Background: an optimization exercise with open tools, aiming at small area, a short achievable clock period and few clock cycles per item. Do not read the settings as production practice. No functional check of the RTL was part of any run shown here. No activity file was given, so power comes from the tool's default toggle rates.

$ cat flow/run.sh
#!/bin/bash
# synth_recipe.tcl (not shown) runs the flow's synth.tcl, then flattens the netlist and writes it again
# the make line also repeats each setting of config.mk as NAME=value (left out here)
make -C /OpenROAD-flow-scripts/flow DESIGN_CONFIG=/design/flow/config.mk WORK_HOME=/design/flow/orfs CLKGATE_MAP_FILE= SYNTH_SCRIPT=/design/flow/synth_recipe.tcl finish
$ cat flow/config.mk
export PLATFORM = sky130hd
export DESIGN_NAME = heater_handle_supervisor
export DESIGN_NICKNAME = heater_handle_supervisor
export VERILOG_FILES = /design/flow/design.v
export SDC_FILE = /design/flow/constraint.sdc
export NUM_CORES = 4
export LEC_CHECK = 0
export CAP_MARGIN = 20
export CORE_MARGIN = 2
export CORE_UTILIZATION = 40
export SLEW_MARGIN = 20
$ cat flow/constraint.sdc
create_clock -name core_clock -period 9.0 [get_ports {clk_i}]
set_input_delay 1.8000 -clock core_clock [delete_from_list [all_inputs] [get_ports {clk_i}]]
set_output_delay 1.8000 -clock core_clock [all_outputs]
set_load 0.01 [all_outputs]
$ cat flow/design.v
package hhs_pkg;
  localparam int unsigned CfgIdxW  = 3;
  localparam int unsigned CfgDataW = 16;
  localparam int unsigned InW      = 38;
  localparam int unsigned OutW     = 12;
  localparam logic [1:0] FAULT_OK       = 2'd0;
  localparam logic [1:0] FAULT_OVER_TMP = 2'd1;
  localparam logic [1:0] FAULT_LOW_TMP  = 2'd2;
  localparam logic [1:0] FAULT_FAN      = 2'd3;
  localparam logic [1:0] ModeCold  = 2'd1;
  localparam logic [1:0] ModePower = 2'd2;
  localparam logic [9:0] TempFanHigh   = 10'd250;
  localparam logic [9:0] TempFanLow    = 10'd70;
  localparam logic [9:0] TempSleepCool = 10'd70;
  localparam logic [9:0] TempFanOff    = 10'd40;
  localparam logic [7:0] SleepDuty     = 8'd50;
  localparam logic [15:0] RstSleepTicks  = 16'd100;
  localparam logic [14:0] RstErrorTicks  = 15'd5;
  localparam logic [9:0]  RstMaxTemp     = 10'd520;
  localparam logic [9:0]  RstMinTemp     = 10'd10;
  localparam logic [7:0]  RstMinAir      = 8'd10;
  localparam logic [8:0]  RstCoolLim     = 9'd120;   
  localparam logic [7:0]  RstMaxAirDuty  = 8'd86;    
  localparam logic [7:0]  RstSleepFanDuty = 8'd58;   
  function automatic logic [7:0] scaled_air(input logic [7:0] level);
    logic [18:0] p;
    p = ({11'd0, level} << 10) + ({11'd0, level} << 7)
      - ({11'd0, level} << 2) - {11'd0, level} + 19'd61440;
    scaled_air = p[18:11];
  endfunction
  function automatic logic [6:0] temp_duty(input logic [9:0] temp);
    temp_duty = 7'bx;
    case (temp)
      10'd70: temp_duty = 7'd28;
      10'd71: temp_duty = 7'd28;
      10'd72: temp_duty = 7'd28;
      10'd73: temp_duty = 7'd29;
      10'd74: temp_duty = 7'd29;
      10'd75: temp_duty = 7'd30;
      10'd76: temp_duty = 7'd30;
      10'd77: temp_duty = 7'd30;
      10'd78: temp_duty = 7'd31;
      10'd79: temp_duty = 7'd31;
      10'd80: temp_duty = 7'd32;
      10'd81: temp_duty = 7'd32;
      10'd82: temp_duty = 7'd32;
      10'd83: temp_duty = 7'd33;
      10'd84: temp_duty = 7'd33;
      10'd85: temp_duty = 7'd34;
      10'd86: temp_duty = 7'd34;
      10'd87: temp_duty = 7'd34;
      10'd88: temp_duty = 7'd35;
      10'd89: temp_duty = 7'd35;
      10'd90: temp_duty = 7'd36;
      10'd91: temp_duty = 7'd36;
      10'd92: temp_duty = 7'd36;
      10'd93: temp_duty = 7'd37;
      10'd94: temp_duty = 7'd37;
      10'd95: temp_duty = 7'd38;
      10'd96: temp_duty = 7'd38;
      10'd97: temp_duty = 7'd38;
      10'd98: temp_duty = 7'd39;
      10'd99: temp_duty = 7'd39;
      10'd100: temp_duty = 7'd40;
      10'd101: temp_duty = 7'd40;
      10'd102: temp_duty = 7'd40;
      10'd103: temp_duty = 7'd41;
      10'd104: temp_duty = 7'd41;
      10'd105: temp_duty = 7'd42;
      10'd106: temp_duty = 7'd42;
      10'd107: temp_duty = 7'd42;
      10'd108: temp_duty = 7'd43;
      10'd109: temp_duty = 7'd43;
      10'd110: temp_duty = 7'd44;
      10'd111: temp_duty = 7'd44;
      10'd112: temp_duty = 7'd44;
      10'd113: temp_duty = 7'd45;
      10'd114: temp_duty = 7'd45;
      10'd115: temp_duty = 7'd46;
      10'd116: temp_duty = 7'd46;
      10'd117: temp_duty = 7'd46;
      10'd118: temp_duty = 7'd47;
      10'd119: temp_duty = 7'd47;
      10'd120: temp_duty = 7'd48;
      10'd121: temp_duty = 7'd48;
      10'd122: temp_duty = 7'd48;
      10'd123: temp_duty = 7'd49;
      10'd124: temp_duty = 7'd49;
      10'd125: temp_duty = 7'd50;
      10'd126: temp_duty = 7'd50;
      10'd127: temp_duty = 7'd50;
      10'd128: temp_duty = 7'd51;
      10'd129: temp_duty = 7'd51;
      10'd130: temp_duty = 7'd52;
      10'd131: temp_duty = 7'd52;
      10'd132: temp_duty = 7'd52;
      10'd133: temp_duty = 7'd53;
      10'd134: temp_duty = 7'd53;
      10'd135: temp_duty = 7'd54;
      10'd136: temp_duty = 7'd54;
      10'd137: temp_duty = 7'd54;
      10'd138: temp_duty = 7'd55;
      10'd139: temp_duty = 7'd55;
      10'd140: temp_duty = 7'd56;
      10'd141: temp_duty = 7'd56;
      10'd142: temp_duty = 7'd56;
      10'd143: temp_duty = 7'd57;
      10'd144: temp_duty = 7'd57;
      10'd145: temp_duty = 7'd58;
      10'd146: temp_duty = 7'd58;
      10'd147: temp_duty = 7'd58;
      10'd148: temp_duty = 7'd59;
      10'd149: temp_duty = 7'd59;
      10'd150: temp_duty = 7'd60;
      10'd151: temp_duty = 7'd60;
      10'd152: temp_duty = 7'd60;
      10'd153: temp_duty = 7'd61;
      10'd154: temp_duty = 7'd61;
      10'd155: temp_duty = 7'd62;
      10'd156: temp_duty = 7'd62;
      10'd157: temp_duty = 7'd62;
      10'd158: temp_duty = 7'd63;
      10'd159: temp_duty = 7'd63;
      10'd160: temp_duty = 7'd64;
      10'd161: temp_duty = 7'd64;
      10'd162: temp_duty = 7'd64;
      10'd163: temp_duty = 7'd65;
      10'd164: temp_duty = 7'd65;
      10'd165: temp_duty = 7'd66;
      10'd166: temp_duty = 7'd66;
      10'd167: temp_duty = 7'd66;
      10'd168: temp_duty = 7'd67;
      10'd169: temp_duty = 7'd67;
      10'd170: temp_duty = 7'd68;
      10'd171: temp_duty = 7'd68;
      10'd172: temp_duty = 7'd68;
      10'd173: temp_duty = 7'd69;
      10'd174: temp_duty = 7'd69;
      10'd175: temp_duty = 7'd70;
      10'd176: temp_duty = 7'd70;
      10'd177: temp_duty = 7'd70;
      10'd178: temp_duty = 7'd71;
      10'd179: temp_duty = 7'd71;
      10'd180: temp_duty = 7'd72;
      10'd181: temp_duty = 7'd72;
      10'd182: temp_duty = 7'd72;
      10'd183: temp_duty = 7'd73;
      10'd184: temp_duty = 7'd73;
      10'd185: temp_duty = 7'd74;
      10'd186: temp_duty = 7'd74;
      10'd187: temp_duty = 7'd74;
      10'd188: temp_duty = 7'd75;
      10'd189: temp_duty = 7'd75;
      10'd190: temp_duty = 7'd76;
      10'd191: temp_duty = 7'd76;
      10'd192: temp_duty = 7'd76;
      10'd193: temp_duty = 7'd77;
      10'd194: temp_duty = 7'd77;
      10'd195: temp_duty = 7'd78;
      10'd196: temp_duty = 7'd78;
      10'd197: temp_duty = 7'd78;
      10'd198: temp_duty = 7'd79;
      10'd199: temp_duty = 7'd79;
      10'd200: temp_duty = 7'd80;
      10'd201: temp_duty = 7'd80;
      10'd202: temp_duty = 7'd80;
      10'd203: temp_duty = 7'd81;
      10'd204: temp_duty = 7'd81;
      10'd205: temp_duty = 7'd82;
      10'd206: temp_duty = 7'd82;
      10'd207: temp_duty = 7'd82;
      10'd208: temp_duty = 7'd83;
      10'd209: temp_duty = 7'd83;
      10'd210: temp_duty = 7'd84;
      10'd211: temp_duty = 7'd84;
      10'd212: temp_duty = 7'd84;
      10'd213: temp_duty = 7'd85;
      10'd214: temp_duty = 7'd85;
      10'd215: temp_duty = 7'd86;
      10'd216: temp_duty = 7'd86;
      10'd217: temp_duty = 7'd86;
      10'd218: temp_duty = 7'd87;
      10'd219: temp_duty = 7'd87;
      10'd220: temp_duty = 7'd88;
      10'd221: temp_duty = 7'd88;
      10'd222: temp_duty = 7'd88;
      10'd223: temp_duty = 7'd89;
      10'd224: temp_duty = 7'd89;
      10'd225: temp_duty = 7'd90;
      10'd226: temp_duty = 7'd90;
      10'd227: temp_duty = 7'd90;
      10'd228: temp_duty = 7'd91;
      10'd229: temp_duty = 7'd91;
      10'd230: temp_duty = 7'd92;
      10'd231: temp_duty = 7'd92;
      10'd232: temp_duty = 7'd92;
      10'd233: temp_duty = 7'd93;
      10'd234: temp_duty = 7'd93;
      10'd235: temp_duty = 7'd94;
      10'd236: temp_duty = 7'd94;
      10'd237: temp_duty = 7'd94;
      10'd238: temp_duty = 7'd95;
      10'd239: temp_duty = 7'd95;
      10'd240: temp_duty = 7'd96;
      10'd241: temp_duty = 7'd96;
      10'd242: temp_duty = 7'd96;
      10'd243: temp_duty = 7'd97;
      10'd244: temp_duty = 7'd97;
      10'd245: temp_duty = 7'd98;
      10'd246: temp_duty = 7'd98;
      10'd247: temp_duty = 7'd98;
      10'd248: temp_duty = 7'd99;
      10'd249: temp_duty = 7'd99;
      default: temp_duty = 7'bx;
    endcase
  endfunction
endpackage
module hhs_cfg_regs (
  input  logic                         clk_i,
  input  logic                         rst_ni,
  input  logic                         we_i,
  input  logic [hhs_pkg::CfgIdxW-1:0]  idx_i,
  input  logic [hhs_pkg::CfgDataW-1:0] data_i,
  input  logic [7:0]                   air_duty_i,
  output logic [15:0]                  sleep_ticks_o,
  output logic [14:0]                  error_ticks_o,
  output logic [9:0]                   max_temp_o,
  output logic [9:0]                   min_temp_o,
  output logic [7:0]                   min_air_o,
  output logic [8:0]                   cool_lim_o,
  output logic [7:0]                   max_air_duty_o,
  output logic [7:0]                   sleep_fan_duty_o
);
  always_ff @(posedge clk_i or negedge rst_ni) begin
    if (!rst_ni) begin
      sleep_ticks_o    <= hhs_pkg::RstSleepTicks;
      error_ticks_o    <= hhs_pkg::RstErrorTicks;
      max_temp_o       <= hhs_pkg::RstMaxTemp;
      min_temp_o       <= hhs_pkg::RstMinTemp;
      min_air_o        <= hhs_pkg::RstMinAir;
      cool_lim_o       <= hhs_pkg::RstCoolLim;
      max_air_duty_o   <= hhs_pkg::RstMaxAirDuty;
      sleep_fan_duty_o <= hhs_pkg::RstSleepFanDuty;
    end else if (we_i) begin
      case (idx_i)
        3'd0: sleep_ticks_o    <= data_i;
        3'd1: error_ticks_o    <= data_i[14:0];
        3'd2: max_temp_o       <= data_i[9:0];
        3'd3: min_temp_o       <= data_i[9:0];
        3'd4: min_air_o        <= data_i[7:0];
        3'd5: cool_lim_o       <= {1'b0, data_i[7:0]} + 9'd70;
        3'd6: max_air_duty_o   <= air_duty_i;
        default: sleep_fan_duty_o <= air_duty_i;
      endcase
    end
  end
endmodule
module hhs_step (
  input  logic [hhs_pkg::InW-1:0] item_i,
  input  logic [15:0] sleep_ticks_i,
  input  logic [14:0] error_ticks_i,
  input  logic [9:0]  max_temp_i,
  input  logic [9:0]  min_temp_i,
  input  logic [7:0]  min_air_i,
  input  logic [8:0]  cool_lim_i,
  input  logic [7:0]  max_air_duty_i,
  input  logic [7:0]  sleep_fan_duty_i,
  input  logic [7:0]  air_duty_i,
  input  logic        work_i,
  input  logic [15:0] sleep_cnt_i,
  input  logic [15:0] fault_cnt_i,
  input  logic [1:0]  fault_i,
  input  logic        fan_fault_i,
  input  logic        fan_hold_i,
  input  logic [7:0]  duty_i,
  output logic        work_o,
  output logic [15:0] sleep_cnt_o,
  output logic [15:0] fault_cnt_o,
  output logic [1:0]  fault_o,
  output logic        fan_fault_o,
  output logic        fan_hold_o,
  output logic [7:0]  duty_o,
  output logic        beep_o
);
  logic       lifted, sleep_en, cold, power, docked;
  logic [9:0] temp;
  logic [7:0] air;
  logic       sleep_cool, air_low, hot, cool;
  logic       sleep_hit, dbl_hit, half_hit;
  logic [15:0] fault_base;
  logic [7:0] duty_sel;
  assign lifted   = item_i[37];
  assign sleep_en = item_i[36];
  assign temp     = item_i[33:24];
  assign air      = item_i[23:16];
  assign cold     = (item_i[35:34] == hhs_pkg::ModeCold);
  assign power    = (item_i[35:34] == hhs_pkg::ModePower);
  assign docked   = !lifted && sleep_en;
  assign sleep_cool = power ? ({1'b0, temp} <= {2'b0, cool_lim_i}) : (temp <= hhs_pkg::TempSleepCool);
  assign air_low    = air < min_air_i;
  assign hot        = temp >= max_temp_i;
  assign cool       = temp <= min_temp_i;
  assign sleep_hit = (sleep_cnt_i != 16'hffff) && (sleep_cnt_i >= sleep_ticks_i);
  assign fault_base = work_i ? fault_cnt_i : 16'd0;
  assign dbl_hit  = work_i ? (fault_cnt_i >= {error_ticks_i, 1'b0})
                           : (error_ticks_i == 15'd0);
  assign half_hit = work_i ? (fault_cnt_i >= {2'b0, error_ticks_i[14:1]})
                           : (error_ticks_i[14:1] == 14'd0);
  always_comb begin
    if (cold || !docked) begin
      duty_sel = air_duty_i;
    end else if (temp >= hhs_pkg::TempFanHigh) begin
      duty_sel = sleep_fan_duty_i;
    end else if (temp >= hhs_pkg::TempFanLow) begin
      duty_sel = {1'b0, hhs_pkg::temp_duty(temp)};
    end else begin
      duty_sel = 8'd0;
    end
  end
  always_comb begin
    work_o      = work_i;
    sleep_cnt_o = sleep_cnt_i;
    beep_o      = 1'b0;
    if (!work_i) begin
      if (!docked || cold) work_o = 1'b1;
    end else if (docked && !cold && sleep_cool) begin
      if (sleep_hit) begin
        work_o      = 1'b0;
        sleep_cnt_o = 16'd0;
        beep_o      = 1'b1;
      end else begin
        sleep_cnt_o = sleep_cnt_i + 16'd1;
      end
    end
    fault_o     = fault_i;
    fault_cnt_o = fault_base;
    if (fault_i == hhs_pkg::FAULT_OK) begin
      if (cold) begin
        if (air_low) begin
          if (dbl_hit) begin
            fault_o     = hhs_pkg::FAULT_FAN;
            fault_cnt_o = 16'd0;
          end else begin
            fault_cnt_o = fault_base + 16'd1;
          end
        end
      end else if (!docked && (hot || cool || air_low)) begin
        if (half_hit && hot) begin
          fault_o     = hhs_pkg::FAULT_OVER_TMP;
          fault_cnt_o = 16'd0;
        end else if (dbl_hit && air_low) begin
          fault_o     = hhs_pkg::FAULT_FAN;
          fault_cnt_o = 16'd0;
        end else if (dbl_hit && cool) begin
          fault_o     = hhs_pkg::FAULT_LOW_TMP;
          fault_cnt_o = 16'd0;
        end else begin
          fault_cnt_o = fault_base + 16'd1;
        end
      end else begin
        fault_cnt_o = 16'd0;
      end
    end else if (docked) begin
      fault_o     = hhs_pkg::FAULT_OK;
      fault_cnt_o = 16'd0;
    end
    fan_fault_o = fan_fault_i;
    fan_hold_o  = fan_hold_i;
    duty_o      = duty_i;
    if (!fan_fault_i) begin
      if (fault_o != hhs_pkg::FAULT_OK) begin
        fan_fault_o = 1'b1;
      end else if (work_o) begin
        fan_hold_o = cold || !docked;
        duty_o     = duty_sel;
      end else if (temp >= hhs_pkg::TempFanOff) begin
        if (!fan_hold_i) duty_o = hhs_pkg::SleepDuty;
      end else if (!fan_hold_i) begin
        fan_hold_o = 1'b1;
        duty_o     = 8'd0;
      end
    end else begin
      duty_o = max_air_duty_i;
      if (fault_o == hhs_pkg::FAULT_OK) fan_fault_o = 1'b0;
    end
  end
endmodule
module heater_handle_supervisor (
  input  logic                         clk_i,
  input  logic                         rst_ni,
  input  logic                         in_valid_i,
  output logic                         in_ready_o,
  input  logic [hhs_pkg::InW-1:0]      in_data_i,
  output logic                         out_valid_o,
  input  logic                         out_ready_i,
  output logic [hhs_pkg::OutW-1:0]     out_data_o,
  input  logic                         cfg_valid_i,
  output logic                         cfg_ready_o,
  input  logic [hhs_pkg::CfgIdxW-1:0]  cfg_index_i,
  input  logic [hhs_pkg::CfgDataW-1:0] cfg_data_i
);
  logic [15:0] sleep_ticks;
  logic [14:0] error_ticks;
  logic [9:0]  max_temp;
  logic [9:0]  min_temp;
  logic [7:0]  min_air;
  logic [8:0]  cool_lim;
  logic [7:0]  max_air_duty;
  logic [7:0]  sleep_fan_duty;
  logic        work_q, work_d;
  logic [15:0] sleep_cnt_q, sleep_cnt_d;
  logic [15:0] fault_cnt_q, fault_cnt_d;
  logic [1:0]  fault_q, fault_d;
  logic        fan_fault_q, fan_fault_d;
  logic        fan_hold_q, fan_hold_d;
  logic [7:0]  duty_q, duty_d;
  logic        beep_q, beep_d;
  logic        out_valid_q;
  logic [7:0]  air_level;
  logic [7:0]  air_duty;
  logic        accept;
  assign cfg_ready_o = 1'b1;
  always_comb begin
    if (cfg_valid_i) begin
      air_level = cfg_data_i[7:0];
    end else if (in_data_i[35:34] == hhs_pkg::ModeCold) begin
      air_level = in_data_i[7:0];
    end else begin
      air_level = in_data_i[15:8];
    end
  end
  assign air_duty = hhs_pkg::scaled_air(air_level);
  hhs_cfg_regs u_cfg (
    .clk_i            (clk_i),
    .rst_ni           (rst_ni),
    .we_i             (cfg_valid_i),
    .idx_i            (cfg_index_i),
    .data_i           (cfg_data_i),
    .air_duty_i       (air_duty),
    .sleep_ticks_o    (sleep_ticks),
    .error_ticks_o    (error_ticks),
    .max_temp_o       (max_temp),
    .min_temp_o       (min_temp),
    .min_air_o        (min_air),
    .cool_lim_o       (cool_lim),
    .max_air_duty_o   (max_air_duty),
    .sleep_fan_duty_o (sleep_fan_duty)
  );
  hhs_step u_step (
    .item_i           (in_data_i),
    .sleep_ticks_i    (sleep_ticks),
    .error_ticks_i    (error_ticks),
    .max_temp_i       (max_temp),
    .min_temp_i       (min_temp),
    .min_air_i        (min_air),
    .cool_lim_i       (cool_lim),
    .max_air_duty_i   (max_air_duty),
    .sleep_fan_duty_i (sleep_fan_duty),
    .air_duty_i       (air_duty),
    .work_i           (work_q),
    .sleep_cnt_i      (sleep_cnt_q),
    .fault_cnt_i      (fault_cnt_q),
    .fault_i          (fault_q),
    .fan_fault_i      (fan_fault_q),
    .fan_hold_i       (fan_hold_q),
    .duty_i           (duty_q),
    .work_o           (work_d),
    .sleep_cnt_o      (sleep_cnt_d),
    .fault_cnt_o      (fault_cnt_d),
    .fault_o          (fault_d),
    .fan_fault_o      (fan_fault_d),
    .fan_hold_o       (fan_hold_d),
    .duty_o           (duty_d),
    .beep_o           (beep_d)
  );
  assign in_ready_o = !out_valid_q || out_ready_i;
  assign accept     = in_valid_i && in_ready_o;
  always_ff @(posedge clk_i or negedge rst_ni) begin
    if (!rst_ni) begin
      work_q      <= 1'b0;
      sleep_cnt_q <= 16'd0;
      fault_cnt_q <= 16'd0;
      fault_q     <= hhs_pkg::FAULT_OK;
      fan_fault_q <= 1'b0;
      fan_hold_q  <= 1'b0;
      duty_q      <= 8'd0;
      beep_q      <= 1'b0;
    end else if (accept) begin
      work_q      <= work_d;
      sleep_cnt_q <= sleep_cnt_d;
      fault_cnt_q <= fault_cnt_d;
      fault_q     <= fault_d;
      fan_fault_q <= fan_fault_d;
      fan_hold_q  <= fan_hold_d;
      duty_q      <= duty_d;
      beep_q      <= beep_d;
    end
  end
  always_ff @(posedge clk_i or negedge rst_ni) begin
    if (!rst_ni) begin
      out_valid_q <= 1'b0;
    end else if (accept) begin
      out_valid_q <= 1'b1;
    end else if (out_ready_i) begin
      out_valid_q <= 1'b0;
    end
  end
  assign out_valid_o = out_valid_q;
  assign out_data_o  = {work_q, fault_q, duty_q, beep_q};
endmodule
==> results of run 1 <==
[how the worst max path moves through the flow]
stage                        startpoint        end  slack [ns]  depth (start not counted)
final                     in_data_i[34]  duty_q[5]        2.35                         20
after global routing      in_data_i[34]  duty_q[1]        2.01                         20
after CTS                 in_data_i[34]  duty_q[5]        2.43                         20
after detailed placement  in_data_i[34]  duty_q[5]        1.99                         20
after global placement    in_data_i[34]  duty_q[5]        2.14                         20
after floorplan             cfg_valid_i  duty_q[5]        3.36                         19
[kinds of logic after synthesis]
group,count (synthesis),synth area share [%]
compound gates,351,22.4
xor+xnor,21,1.80
fa+ha+maj,127,15.7
buf+inv,161,6.17
flops,131,32.4
mux,29,3.49
other cells,1,0.0368
simple gates,375,17.9
[power breakdown]
group	switching (mW)	internal, mW	leakage, nW
combinational	0.447	0.364	3.43
sequential	0.0798	0.735	1.62
clock	0.303	0.388	0.287
total	0.830	1.49	5.33
[final cells by class]
| cell class | instances | share of cell area [%] |
|---|---|---|
| multi-input combinational | 904 | 53.0 |
| sequential | 131 | 28.0 |
| timing repair buffer | 89 | 7.28 |
| clock buffer | 17 | 3.60 |
| inverter | 110 | 3.49 |
| tap | 330 | 3.49 |
| clock inverter | 15 | 1.21 |
[worst register-to-register path: stages (launching register included)]
cell,delay (ns)
dfstp_2,0.53
inv_1,0.04
ha_1,0.30
nand4_1,0.12
nor4b_1,0.51
nor3b_1,0.10
a31oi_1,0.47
nand4_4,0.37
or4_4,0.63
or3_1,0.32
a21oi_1,0.15
[state kept, by name, indices dropped and copies added, names as in the netlist]
| name | flops |
|---|---|
| fault_cnt_q | 16 |
| u_cfg.max_air_duty_o | 8 |
| work_q | 1 |
| beep_q | 1 |
| u_cfg.sleep_ticks_o | 16 |
| fan_hold_q | 1 |
| u_cfg.min_temp_o | 10 |
| u_cfg.min_air_o | 8 |
| u_cfg.sleep_fan_duty_o | 8 |
| duty_q | 8 |
| fault_q | 2 |
| u_cfg.error_ticks_o | 15 |
| sleep_cnt_q | 16 |
| fan_fault_q | 1 |
| u_cfg.max_temp_o | 10 |
| u_cfg.cool_lim_o | 9 |
| out_valid_q | 1 |
[synth_stat cells (9+ instances only)]
library cell and count:
nand2_1 164, o21ai_0 126, ha_1 125, inv_1 109, dfrtp_1 108, nor2_1 64
a21oi_1 63, clkbuf_1 36, nand3_1 28, dfstp_2 23, nand2b_1 19, a31oi_1 18
nand4_1 18, a21o_1 17, xnor2_1 15, mux2_2 14, nor3_1 14, o21a_1 13
a22o_1 11, and2_1 11, o211ai_1 10, a211oi_1 9
[routing by layer]
| layer | wire [um] | part of all wire, % | GRT usage [%] |
|---|---|---|---|
| met1 | 13500 | 49 | 30.4 |
| met2 | 12200 | 44 | 33.2 |
| met3 | 1430 | 5.2 | 3.78 |
| met4 | 296 | 1.1 | 4.59 |
| met5 | 0 | 0 | 0 |
==> run_results.csv, run 1 <==
group,metric,value,unit
clock_network,clk_pin_slew,0.06,ns
worst_setup_path,startpoint_type,"primary input",
clock_network,clock_latency,0.43,ns
yosys,synth_fp_nets,1385,
placement,dpl_cell_area,11300,sq um
timing,rsz0062_at_grt,"false",
die,dieArea,26800,sq um
cells_and_area,fillers,2454,
die,chipHeight,164,um
timing,maxSlewHeadroom,37.3,%
worst_setup_path,worst-path-buf-inv,2,
min_path,hold_start,"u_cfg.sleep_fan_duty_o[3]",
global_routing,first_global_vias,8418,
pwr,powerDensity,196,nW/um^2
yosys,synthDistinctLibCells,96,
clock_network,numCtsBuffers,17,
min_path,min_path_cells,2,
worst_setup_path,path_max_fanout,11,
timing,skew,0.0139,ns
global_routing,grt_overflow,0,
die,start_util,40.6,%
clock_network,root_buffer,"clkbuf_16",
worst_setup_path,crit_chain,"clkdlybuf4s50_1 -> nor2b_1 -> mux2i_1 -> o21a_1 -> inv_1 -> xnor2_1 -> ha_1 -> a21o_1 -> ha_1 -> ha_1 -> ha_1 -> a21oi_1 -> o211a_1 -> a21bo_2 -> a21o_1 -> a31oi_1 -> xnor2_1 -> nor2_1 -> o32a_1 -> mux2_4",
timing,tns,0,ns
worst_setup_path,arrival,6.96,ns
die,rows,58,
cells_and_area,nets,1442,
min_path,hold_end,"u_cfg.sleep_fan_duty_o[3]",
timing,fmax,150,MHz
worst_setup_path,critPathMostFrequentCell,"ha_1",
worst_setup_path,reg2reg_depth,10,
yosys,ys.flop_type,"dfrtp_1",
worst_setup_path,r2r_start,"u_cfg.cool_lim_o[4]",
cells_and_area,mostFrequentLayoutCells,"164 x nand2_1, 126 x o21ai_0, 125 x ha_1",
placement,io_buffers,75,
cells_and_area,multi_input_area,6270,sq um
yosys,synth_area,10200,sq um
cells_and_area,seqCellArea,3310,sq um
yosys,yosysWarnings,3,
die,die_w,164,um
route,vias,8816,
yosys,synth_top_area_share,26.5,%
yosys,synth_top_cell_by_area,"dfrtp_1",
placement,post-place-cells,1564,
placement,globalplace.congestion,0.914,
timing,layout_setup_ws,2.35,ns
yosys,synth-async-reset-ratio,100,%
worst_setup_path,rrSetupSlack,5.38,ns
timing,hold_viol,0,
yosys,yosys-top-cells-area,"dfrtp_1 27%, ha_1 15%, o21ai_0 6.2%, nand2_1 6.0%, dfstp_2 5.9%",
route,drt_pass1_iterations,5,
cells_and_area,drive_gt1_share,9.40,%
cells_and_area,final_util,47.1,%
worst_setup_path,crit_required,9.31,ns
yosys,ys_ff_latch,131,
worst_setup_path,cp_slowest_stage_delay,0.78,ns
pwr,peakVddDrop,0.102,mV
timing,tightest_slew,0.939,ns
cells_and_area,antennaDiodeCount,0,
cells_and_area,design_area,11800,sq um
cells_and_area,syn2layout_area_growth,16.0,%
worst_setup_path,crit_type,"in2reg",
timing,fin_crit_sh,73.9,%
placement,pre_cts_ws,1.99,ns
route,wl_per_cell,17.2,um
global_routing,grt_pass1_wl,44700,um
yosys,avgSynthCellArea,8.52,sq um
die,core-area,25100,sq um
yosys,syn_inst,1196,
worst_setup_path,critPathCaptureType,"register",
worst_setup_path,r2r-end,"sleep_cnt_q[13]",
outcome,status,"complete, no violations",
clock_network,cts_setup_buffers,0,
clock_network,htree_num_levels,4,
cells_and_area,finalNonFillerCells,1596,
global_routing,antenna_found_initial,0,
min_path,hold_path_class,"reg2reg",
timing,setup_viol,0,
route,antenna_left,0,
clock_network,post_cts_resized,0,
timing,slew_viol_final,0,
global_routing,grt_use_total,21.2,%
placement,dp_hpwl,20100,um
yosys,ys_seq_area_share,32.4,%
route,drc,0,
clock_network,cts_hold_buf,0,
worst_setup_path,path_delay_family,"compound AO/OA/AOI/OAI gates",
global_routing,grt_start_max_net_pins,79,
flow_run,drv_cap,0,
pwr,power,2.32,mW
cells_and_area,layout_commonest_cell,"nand2_1",
worst_setup_path,worst_path_max_delay_cell,"nor2b_1",
yosys,synth_enable_flop_cells,0,
clock_network,tritoncts,"built",
route,drt-total-wl,27400,um
route,avgViaCountPerCell,5.52,
clock_network,numClockSinks,131,
clock_network,clock_path_buffers,2,
timing,whs,0.480,ns
timing,period_needed,6.65,ns
route,drtIter0Drc,646,
pwr,leakagePower,5.33,nW
die,io_pins,77,
==> run 2, diff against run 1 <==
--- a/flow/design.v
+++ b/flow/design.v
@@ -214,6 +214,20 @@
       default: temp_duty = 7'bx;
     endcase
   endfunction
+  function automatic logic ge16(input logic [15:0] a, input logic [15:0] b);
+    logic r;
+    r = 1'b1;
+    for (int i = 0; i < 16; i++) r = (a[i] & ~b[i]) | (~(a[i] ^ b[i]) & r);
+    ge16 = r;
+  endfunction
+  function automatic logic [15:0] inc16(input logic [15:0] a);
+    logic c;
+    c = 1'b1;
+    for (int i = 0; i < 16; i++) begin
+      inc16[i] = a[i] ^ c;
+      c = c & a[i];
+    end
+  endfunction
 endpackage
 module hhs_cfg_regs (
   input  logic                         clk_i,
@@ -296,15 +310,15 @@
   assign cold     = (item_i[35:34] == hhs_pkg::ModeCold);
   assign power    = (item_i[35:34] == hhs_pkg::ModePower);
   assign docked   = !lifted && sleep_en;
-  assign sleep_cool = power ? ({1'b0, temp} <= {2'b0, cool_lim_i}) : (temp <= hhs_pkg::TempSleepCool);
-  assign air_low    = air < min_air_i;
-  assign hot        = temp >= max_temp_i;
-  assign cool       = temp <= min_temp_i;
-  assign sleep_hit = (sleep_cnt_i != 16'hffff) && (sleep_cnt_i >= sleep_ticks_i);
+  assign sleep_cool = power ? hhs_pkg::ge16({7'd0, cool_lim_i}, {6'd0, temp}) : hhs_pkg::ge16({6'd0, hhs_pkg::TempSleepCool}, {6'd0, temp});
+  assign air_low    = !hhs_pkg::ge16({8'd0, air}, {8'd0, min_air_i});
+  assign hot        = hhs_pkg::ge16({6'd0, temp}, {6'd0, max_temp_i});
+  assign cool       = hhs_pkg::ge16({6'd0, min_temp_i}, {6'd0, temp});
+  assign sleep_hit = (sleep_cnt_i != 16'hffff) && hhs_pkg::ge16(sleep_cnt_i, sleep_ticks_i);
   assign fault_base = work_i ? fault_cnt_i : 16'd0;
-  assign dbl_hit  = work_i ? (fault_cnt_i >= {error_ticks_i, 1'b0})
+  assign dbl_hit  = work_i ? hhs_pkg::ge16(fault_cnt_i, {error_ticks_i, 1'b0})
                            : (error_ticks_i == 15'd0);
-  assign half_hit = work_i ? (fault_cnt_i >= {2'b0, error_ticks_i[14:1]})
+  assign half_hit = work_i ? hhs_pkg::ge16(fault_cnt_i, {2'b0, error_ticks_i[14:1]})
                            : (error_ticks_i[14:1] == 14'd0);
   always_comb begin
     if (cold || !docked) begin
@@ -329,7 +343,7 @@
         sleep_cnt_o = 16'd0;
         beep_o      = 1'b1;
       end else begin
-        sleep_cnt_o = sleep_cnt_i + 16'd1;
+        sleep_cnt_o = hhs_pkg::inc16(sleep_cnt_i);
       end
     end
     fault_o     = fault_i;
@@ -341,7 +355,7 @@
             fault_o     = hhs_pkg::FAULT_FAN;
             fault_cnt_o = 16'd0;
           end else begin
-            fault_cnt_o = fault_base + 16'd1;
+            fault_cnt_o = hhs_pkg::inc16(fault_base);
           end
         end
       end else if (!docked && (hot || cool || air_low)) begin
@@ -355,7 +369,7 @@
           fault_o     = hhs_pkg::FAULT_LOW_TMP;
           fault_cnt_o = 16'd0;
         end else begin
-          fault_cnt_o = fault_base + 16'd1;
+          fault_cnt_o = hhs_pkg::inc16(fault_base);
         end
       end else begin
         fault_cnt_o = 16'd0;
--- a/flow/config.mk
+++ b/flow/config.mk
@@ -8,4 +8,5 @@
 export CAP_MARGIN = 20
 export CORE_MARGIN = 2
 export CORE_UTILIZATION = 40
+export SETUP_SLACK_MARGIN = 4.5
 export SLEW_MARGIN = 20
==> run_results.csv, run 2 <==
group,metric,value,unit
placement,globalplace.congestion,0.891,
worst_setup_path,crit_required,9.31,ns
die,chipHeight,162,um
yosys,ys_ff_latch,131,
yosys,synth_top_cell_by_area,"dfrtp_1",
route,wl_per_cell,18.4,um
global_routing,grt_overflow,0,
yosys,syn_inst,1104,
clock_network,tritoncts,"built",
worst_setup_path,critPathCaptureType,"register",
yosys,synth_most_common_cell,"ha_1",
global_routing,first_global_vias,8624,
yosys,avgSynthCellArea,9.04,sq um
clock_network,clk_pin_slew,0.06,ns
die,die_w,162,um
route,antenna_left,0,
worst_setup_path,cp_slowest_stage_delay,0.50,ns
cells_and_area,antennaDiodeCount,0,
placement,post-place-cells,1464,
cells_and_area,syn2layout_area_growth,28.5,%
pwr,powerDensity,194,nW/um^2
yosys,synth_area,9980,sq um
worst_setup_path,worst_path_max_delay_cell,"fa_2",
clock_network,cts_hold_buf,0,
min_path,hold_path_class,"reg2reg",
die,core-area,24400,sq um
pwr,leakagePower,5.92,nW
yosys,yosys-top-cells-area,"dfrtp_1 27%, ha_1 19%, dfstp_2 6.1%, o21ai_0 5.8%, nand2_1 5.0%",
yosys,synth_enable_flop_cells,0,
timing,maxSlewHeadroom,33.1,%
yosys,synth_top_area_share,27.1,%
clock_network,clock_path_buffers,2,
global_routing,grt_start_max_net_pins,72,
worst_setup_path,path_delay_family,"compound AO/OA/AOI/OAI gates",
global_routing,grt_use_total,22.3,%
global_routing,grt_pass1_wl,46600,um
cells_and_area,multi_input_area,6670,sq um
yosys,synth_fp_nets,1317,
die,dieArea,26200,sq um
timing,fin_crit_sh,58.5,%
die,start_util,40.9,%
cells_and_area,layout_commonest_cell,"ha_1",
clock_network,root_buffer,"clkbuf_16",
timing,fmax,190,MHz
yosys,synth-async-reset-ratio,100,%
placement,io_buffers,75,
timing,setup_viol,0,
die,rows,57,
cells_and_area,mostFrequentLayoutCells,"134 x ha_1, 132 x nand2_1, 107 x dfrtp_1",
yosys,yosysWarnings,3,
timing,rsz0062_at_grt,"true",
route,drt_pass1_iterations,5,
die,io_pins,77,
worst_setup_path,crit_type,"in2reg",
worst_setup_path,startpoint_type,"primary input",
timing,slew_viol_final,0,
clock_network,numClockSinks,131,
clock_network,numCtsBuffers,17,
pwr,power,2.48,mW
timing,tns,0,ns
worst_setup_path,critPathMostFrequentCell,"ha_4",
placement,dp_hpwl,19500,um
yosys,synthDistinctLibCells,75,
cells_and_area,nets,1431,
yosys,ys_seq_area_share,33.1,%
route,drc,0,
worst_setup_path,path_max_fanout,5,
cells_and_area,drive_gt1_share,20.8,%
yosys,ys.flop_type,"dfrtp_1",
worst_setup_path,worst-path-buf-inv,1,
worst_setup_path,crit_chain,"buf_8 -> nor2b_4 -> mux2_4 -> mux2i_4 -> fa_2 -> ha_4 -> ha_4 -> ha_4 -> a2111oi_4 -> o21ai_2 -> a211oi_2 -> a21o_2 -> a211oi_4 -> or2_4 -> o311a_1 -> mux2_4",
worst_setup_path,arrival,5.58,ns
timing,hold_viol,0,
flow_run,drv_cap,0,
route,drt-total-wl,28600,um
timing,tightest_slew,1.00,ns
clock_network,htree_num_levels,4,
outcome,status,"complete, no violations",
timing,skew,0.00970,ns
clock_network,clock_latency,0.44,ns
timing,whs,0.460,ns
pwr,peakVddDrop,0.133,mV
cells_and_area,seqCellArea,3310,sq um
route,avgViaCountPerCell,5.60,
timing,period_needed,5.26,ns
yosys,yosys-top-cells-count,"148 x ha_1, 134 x nand2_1, 116 x o21ai_0",
global_routing,antenna_found_initial,0,
cells_and_area,fillers,2261,
cells_and_area,finalNonFillerCells,1555,
route,drtIter0Drc,510,
route,vias,8701,
cells_and_area,top_regs,"fault_cnt_q: 16 flops, sleep_cnt_q: 16 flops, u_cfg.sleep_ticks_o: 16 flops",
run 2: cell types whose count changed in the layout (fill, tap and decap cells not counted), sizes merged, moves of 12 or more:
cell,delta
buf,+61
inv,-31
nand2,-31
a21oi,-27
ha,+23
clkdlybuf4s50,-22
nor2,-21
a22o,+20
o21ai,-16
nand3,-12
run 2: layer usage:
layer  global-route usage (%)  share of wire, %  wire (um)
met1                     32.1                48      13800
met2                     35.1                45      13000
met3                     4.19               5.1       1450
met4                     4.71               1.2        333
met5                        0                 0          0
run 2: final timing paths:
check | start | slack [ns] | end | cells after the start
min | u_cfg.sleep_fan_duty_o[5] | 0.46 | u_cfg.sleep_fan_duty_o[5] | 2
min reg2reg | u_cfg.sleep_fan_duty_o[5] | 0.46 | u_cfg.sleep_fan_duty_o[5] | 2
max in group asynchronous | rst_ni | 6.17 | work_q | 2
min in group asynchronous | rst_ni | 1.35 | duty_q[2] | 1
max reg2reg | work_q | 4.77 | fault_cnt_q[15] | 19
max | in_data_i[35] | 3.74 | u_cfg.sleep_fan_duty_o[6] | 16
run 2: cell type report:
type	instances	area share [%]
multi-input cells	830	52.0
clock buffers	18	3.35
clock inverters	14	1.40
inverters	89	2.75
flip-flops and latches	131	25.8
well taps	324	3.16
repair buffers	149	11.5
run 2: worst reg2reg max path: stages (launching register included):
cell and delay, ns:
dfrtp_4 0.51, and2_1 0.19, ha_1 0.21, ha_1 0.20, ha_1 0.20, ha_1 0.20
ha_1 0.20, ha_1 0.20, ha_1 0.20, ha_1 0.20, ha_1 0.20, ha_1 0.19
ha_1 0.19, ha_1 0.20, ha_1 0.19, ha_1 0.21, or2_2 0.33, nor4_2 0.15
a311oi_1 0.07, o21ai_1 0.13
run 2: through the flow:
stage | area, sq um | setup slack [ns] | utilization, %
3_3_place_gp | 11200 | 2.06 | 45.9
5_1_grt | 12800 | 3.65 | 52.6
4_1_cts | 12500 | 3.68 | 51.3
6_report | 12800 | 3.74 | 52.6
2_1_floorplan | 10100 | 3.41 | -
3_5_place_dp | 11200 | 1.91 | 45.9
run 2: report_power, final:
part / switching [mW] / internal, mW
clock network: 0.291 / 0.439
logic: 0.485 / 0.453
registers: 0.0780 / 0.737
run 2: timing repair:
item	in CTS	in global routing
resized for setup	118	44
pin swaps	25	23
gates cloned	3	0
buffers inserted	39	17
endpoints found under the setup margin	63	59
run 2: logic make-up (layout without fill, tap and decap cells):
logic type	Yosys count	after routing	share of synthesized area [%]
flops	131	131	33.1
fa+ha+maj	151	151	19.2
mux	36	36	3.96
simple gates	301	301	14.3
compound gates	329	329	22.8
other cells	1	1	0.0376
xor+xnor	12	12	1.05
buf+inv	143	270	5.52
==> run 3, diff against run 2 <==
--- a/flow/config.mk
+++ b/flow/config.mk
@@ -8,5 +8,4 @@
 export CAP_MARGIN = 20
 export CORE_MARGIN = 2
 export CORE_UTILIZATION = 40
-export SETUP_SLACK_MARGIN = 4.5
 export SLEW_MARGIN = 20
==> run_results.csv, run 3 <==
group,metric,value,unit
outcome,status,"complete, no violations",
route,drtIter0Drc,513,
worst_setup_path,path_max_fanout,15,
worst_setup_path,critPathCaptureType,"register",
yosys,synth_area,9980,sq um
cells_and_area,layout_commonest_cell,"ha_1",
global_routing,grt_overflow,0,
route,antenna_left,0,
worst_setup_path,crit_chain,"clkdlybuf4s50_1 -> nor2b_1 -> mux2_2 -> mux2i_1 -> inv_1 -> ha_1 -> inv_1 -> ha_1 -> ha_1 -> ha_1 -> a2111oi_0 -> o21ai_0 -> a211oi_1 -> a21o_1 -> a211oi_1 -> or2_2 -> o311a_1 -> mux2_2",
timing,fmax,138,MHz
cells_and_area,antennaDiodeCount,0,
die,io_pins,77,
cells_and_area,mostFrequentLayoutCells,"148 x ha_1, 134 x nand2_1, 116 x o21ai_0",
timing,period_needed,7.23,ns
timing,slew_viol_final,0,
placement,globalplace.congestion,0.874,
clock_network,cts_setup_buffers,0,
pwr,switching_power,0.774,mW
yosys,synth_fp_nets,1317,
yosys,ys_ff_latch,131,
placement,io_buffers,75,
yosys,yosys-top-cells-count,"148 x ha_1, 134 x nand2_1, 116 x o21ai_0",
yosys,synth_most_common_cell,"ha_1",
flow_run,drv_cap,0,
timing,hold_viol,0,
clock_network,tritoncts,"built",
worst_setup_path,critPathMostFrequentCell,"ha_1",
yosys,yosysWarnings,3,
clock_network,numClockSinks,131,
clock_network,root_buffer,"clkbuf_16",
pwr,p_comb_share,32.8,%
worst_setup_path,startpoint_type,"primary input",
clock_network,cts_hold_buf,0,
timing,tns,0,ns
route,wl_per_cell,17.8,um
yosys,synth_top_area_share,27.1,%
worst_setup_path,worst_path_max_delay_cell,"nor2b_1",
placement,dp_hpwl,19500,um
yosys,synth-async-reset-ratio,100,%
pwr,seqPwrFrac,36.0,%
yosys,synth_enable_flop_cells,0,
pwr,peakVddDrop,0.127,mV
cells_and_area,top_regs,"fault_cnt_q: 16 flops, sleep_cnt_q: 16 flops, u_cfg.sleep_ticks_o: 16 flops",
global_routing,grt_use_total,20.9,%
pwr,swShare,34.1,%
pwr,p_clk_share,31.2,%
timing,fin_crit_sh,80.3,%
cells_and_area,syn2layout_area_growth,16.8,%
die,rows,57,
cells_and_area,nets,1373,
route,drt_pass1_iterations,5,
global_routing,first_global_vias,8182,
timing,rsz0062_at_grt,"false",
die,dieArea,26200,sq um
clock_network,clock_path_buffers,2,
route,drt-total-wl,26700,um
clock_network,clock_latency,0.43,ns
worst_setup_path,crit_type,"in2reg",
worst_setup_path,cp_slowest_stage_delay,0.87,ns
yosys,ys.flop_type,"dfrtp_1",
die,core-area,24400,sq um
timing,tightest_slew,1.09,ns
die,chipHeight,162,um
cells_and_area,drive_gt1_share,9.89,%
worst_setup_path,worst-path-buf-inv,3,
yosys,synth_top_cell_by_area,"dfrtp_1",
worst_setup_path,arrival,7.54,ns
pwr,leakagePower,5.45,nW
global_routing,grt_start_max_net_pins,68,
pwr,p_int,1.50,mW
timing,setup_viol,0,
min_path,hold_path_class,"reg2reg",
pwr,powerDensity,195,nW/um^2
clock_network,clk_pin_slew,0.06,ns
yosys,syn_inst,1104,
timing,skew,0.0117,ns
clock_network,numCtsBuffers,17,
yosys,avgSynthCellArea,9.04,sq um
timing,maxSlewHeadroom,27.4,%
global_routing,grt_pass1_wl,43400,um
placement,pre_cts_ws,1.43,ns
yosys,yosys-top-cells-area,"dfrtp_1 27%, ha_1 19%, dfstp_2 6.1%, o21ai_0 5.8%, nand2_1 5.0%",
yosys,ys_seq_area_share,33.1,%
worst_setup_path,crit_required,9.31,ns
route,drc,0,
clock_network,htree_num_levels,4,
global_routing,antenna_found_initial,1,
yosys,synthDistinctLibCells,75,
timing,layout_setup_ws,1.77,ns
die,die_w,162,um
clock_network,post_cts_resized,0,
die,start_util,40.9,%
route,vias,8422,
route,avgViaCountPerCell,5.63,
worst_setup_path,path_delay_family,"compound AO/OA/AOI/OAI gates",
-- run 3: final cells by class --
type,count,area [sq um]
clock buffer,19,453
clock inverter,13,146
fill,2345,12700
inverter,89,334
multi-input combinational,830,6130
sequential,131,3310
tap,324,405
timing repair buffer,91,872
-- run 3: metal layers --
layer	part of all wire, %	vias to the layer above	GRT usage, %
met5	0	-	0
met4	1.9	0	5.99
met3	4.9	34	3.47
met2	44	201	32.3
met1	49	4058	30.0
li1	-	4129	-
-- run 3: through the flow --
step | util (%) | cells | hold WS (ns) | instance area [sq um] | power (mW)
after floorplan | - | 1104 | 0.450 | 9980 | 1.31
after global placement | 45.3 | 1465 | 0.468 | 11100 | 1.55
after detailed placement | 45.3 | 1465 | 0.471 | 11100 | 1.57
after CTS | 47.8 | 1497 | 0.482 | 11700 | 2.29
after global routing | 47.8 | 1497 | 0.496 | 11700 | 2.42
final | 47.8 | 1497 | 0.479 | 11700 | 2.27
-- run 3: path summary, 6_finish.rpt --
kind	from	depth (start not counted)	slack [ns]	endpoint
setup / recovery	in_data_i[34]	18	1.77	u_cfg.sleep_fan_duty_o[6]
hold / removal	u_cfg.cool_lim_o[5]	2	0.48	u_cfg.cool_lim_o[5]
setup reg to reg	work_q	19	4.50	fault_cnt_q[15]
hold reg to reg	u_cfg.cool_lim_o[5]	2	0.48	u_cfg.cool_lim_o[5]
max in group asynchronous	rst_ni	2	6.29	fault_q[0]
min in group asynchronous	rst_ni	1	1.36	duty_q[3]
-- run 3: cell families (layout without fill, tap and decap cells) --
kind of cell,Yosys count,count (layout),synth area share [%]
adder cells (fa/ha/maj),151,151,19.2
AND/OR/NAND/NOR,301,301,14.3
AO/OA/AOI/OAI,329,329,22.8
multiplexers,36,36,3.96
other,1,1,0.0376
buffers and inverters,143,212,5.52
flip-flops,131,131,33.1
XOR/XNOR,12,12,1.05
-- run 3: worst min-delay path: cells and delay by family (launching register included) --
family	cells	cell delay [ns]
AND/OR/NAND/NOR	1	0.04
AO/OA/AOI/OAI	1	0.06
flip-flops	1	0.37
-- run 3: power groups by stage --
stage               clock (mW)  sequential, mW  combinational [mW]
finish                   0.708           0.819               0.745
global route             0.744           0.834               0.845
CTS                      0.721           0.819               0.746
detailed placement           0           0.828               0.740
global placement             0           0.824               0.723
floorplan                    0           0.803               0.508

-- separate check: timing with driven ports --
Ports are ideal in the flow. The routed layouts listed here were re-timed in OpenROAD.
Step 1 assumes that a clkbuf_16 drives the clock port and a buf_2 every other input.
Step 2 adds t to the input delays and takes it off the output delays; t is the mean of the earliest and latest rising clock arrival at the registers after step 1. Input paths then give back, and output paths get back, about the clock's delay inside the block.
a / b / c = no drivers / after step 1 / after step 2; a / b = the first two.
run | t, ns | slack for setup (ns) | slew at the worst register clock pin (ns)
run 1 | 0.477 | 2.349 / 2.375 / 1.898 | 0.07 / 0.07
run 2 | 0.477 | 3.736 / 3.738 / 3.261 | 0.06 / 0.06
run 3 | 0.468 | 1.770 / 1.792 / 1.324 | 0.07 / 0.07
After both steps every run listed still meets setup and hold. For run 2, which loses most, drivers alone change the setup slack by +0.002 ns; drivers and shift together by -0.475 ns.
